This is an optimization exercise on Yosys and OpenROAD, whose aim is small area, not a production implementation.
Where RTL was checked, it was by simulation tests only, not by an equivalence proof against the original.

Design seqTop, start of the top module:
module seqTop #(
	parameter logic [seqPkg::ADDR_W-1:0] START_ADDR_RESET = 16'hFFFF
) (
	input  logic              wClk_i,
	input  logic              rst_i,
	input  logic [seqPkg::ADDR_W-1:0] startAddr_i,
	input  logic              startTrig_i,
	input  logic              stopTrig_i,
	input  logic              lineTrig_i,
	input  logic              pmt_i,
	input  logic [seqPkg::DATA_W-1:0] memRdData_i,
	output logic              busy_o,
	output logic [seqPkg::ADDR_W-1:0] memAddr_o,
	output logic [seqPkg::DATA_W-1:0] memWrData_o,
	output logic              memWe_o,
	output logic [7:0]        shutter_o
);
Size in the first run: about 150 flip-flops, roughly 110 I/O pins, ~12000 um2 of cells after synthesis.
==> flow/config.mk <==
export PLATFORM = sky130hd
export DESIGN_NAME = seqTop
export DESIGN_NICKNAME = seqTop
export VERILOG_FILES = /design/flow/design.v
export SDC_FILE = /design/flow/constraint.sdc
export NUM_CORES = 4
export LEC_CHECK = 0
export CAP_MARGIN = 20
export CORE_MARGIN = 2
export CORE_UTILIZATION = 40
export SLEW_MARGIN = 20
==> flow/constraint.sdc <==
create_clock -name core_clock -period 8.0 [get_ports {wClk_i}]
set_input_delay 1.6000 -clock core_clock [delete_from_list [all_inputs] [get_ports {wClk_i}]]
set_output_delay 1.6000 -clock core_clock [all_outputs]
set_load 0.01 [all_outputs]
standard.sh (not shown) runs the stock make flow with config.mk's settings and CLKGATE_MAP_FILE= SYNTH_SCRIPT=/design/flow/synth_recipe.tcl, a recipe that flattens the netlist after the stock synthesis.
==> flow/flow/run.sh <==
#!/bin/bash
# Own layout flow: the standard ORFS flow (standard.sh) with
#  - Yosys's ABC mapping run with flow/area.abc instead of ORFS's speed script
#    (registers are mapped before ABC runs, so they are the standard synthesis's),
#  - sky130_fd_sc_hd__buf_1 as the port buffer,
#  - CTS without dummy loads, with clkbuf_8 below a clkbuf_16 root.
# Each step's full output is in orfs/logs/; make's output is in flow.log.
set -euo pipefail
HERE=$PWD
export MY_ABC_SCRIPT=$HERE/flow/area.abc
{
	cat <<'EOT'
proc abc {args} {
	set i [lsearch $args -script]
	if {$i >= 0} { lset args [expr {$i + 1}] $::env(MY_ABC_SCRIPT) }
	yosys abc {*}$args
}
EOT
	cat synth_recipe.tcl
} > my_synth.tcl
sed "s#SYNTH_SCRIPT=[^ ]*#SYNTH_SCRIPT=$HERE/my_synth.tcl#" standard.sh > my_standard.sh
export BUFFER_PORTS_ARGS="-buffer_cell sky130_fd_sc_hd__buf_1"
export CTS_ARGS="-sink_clustering_enable -repair_clock_nets -dont_use_dummy_load -root_buf sky130_fd_sc_hd__clkbuf_16 -buf_list sky130_fd_sc_hd__clkbuf_8"
bash my_standard.sh > flow.log 2>&1
==> flow/flow/area.abc <==
strash
&get -n
&fraig -x
&put
scorr
dc2
balance
rewrite
refactor
balance
rewrite
rewrite -z
balance
refactor -z
rewrite -z
balance
strash
&get -n
&dch -f
&nf -p -R 1000
&put
buffer -c
topo
stime -c
upsize -c
dnsize -c
Edit:
--- a/flow/design.v
+++ b/flow/design.v
@@ -238,22 +238,20 @@
 	assign c16  = sum[16] ^ aIn[16] ^ bIn[16];
 	assign zLo  = sum[15:0] == 16'h0;
 	assign zHi  = sum[31:16] == 16'h0;
 	logic [31:0] shIn, shOut, shRes;
 	logic        shBig;
 	always_comb
 	begin
 		for (int k = 0; k < 32; k++)
-			shIn[k] = (dShr & wReg[31-k]) | (~dShr & wReg[k]);
-		shOut = shIn;
-		for (int l = 0; l < 5; l++)
-			shOut = ({32{operand[l]}} & (shOut << (1 << l))) | ({32{~operand[l]}} & shOut);
+			shIn[k] = dShr ? wReg[31-k] : wReg[k];
+		shOut = shIn << operand[4:0];
 		for (int k = 0; k < 32; k++)
-			shRes[k] = (dShr & shOut[31-k]) | (~dShr & shOut[k]);
+			shRes[k] = dShr ? shOut[31-k] : shOut[k];
 	end
 	assign shBig = |operand[31:5];
 	logic        selLd, selAnd, selSum, selSh, selHold;
 	logic [31:0] wNext;
 	assign selLd   = exS & dLd;
 	assign selAnd  = exS & dAnd;
 	assign selSum  = (exS & (dAdd | dSub | dInc | dDec)) | cntRun;
 	assign selSh   = exS & (dShl | dShr) & ~shBig;
Hold slack hardly moves; wire length climbs by a few percent; register-to-register slack is worse by 180 ps; clock-buffer cell count stays the same; sequential cell count is unchanged.
For the second run of this note, only the layout was checked, not whether the RTL still works.

separate check: timing with driven ports:
In the flow no input, the clock included, has a driving cell. The finished layouts below were timed again as built, in two steps. Step 1 sets driving cells, clkbuf_16 on the clock port and buf_2 on the other inputs (assumed; they add their load-dependent delay and slew). Step 2 times the ports against the registers' clock, not the clock port: input delays grow and output delays shrink by t, the midpoint of the rising clock arrivals with the driver on. Slacks: no drivers / after step 1 / after step 2; pairs: no drivers / after step 1.
run	t (ns)	slack for setup (ns)	worst slew at a driven data input, ns
the first run	0.436	0.552 / 0.552 / 0.197	0.04
the second run	0.443	0.368 / 0.368 / 0.332	0.07
After both steps setup and hold are still met in every run listed. For the first run, which loses most, drivers alone change the setup slack by 0.000 ns; drivers and shift together by -0.355 ns.
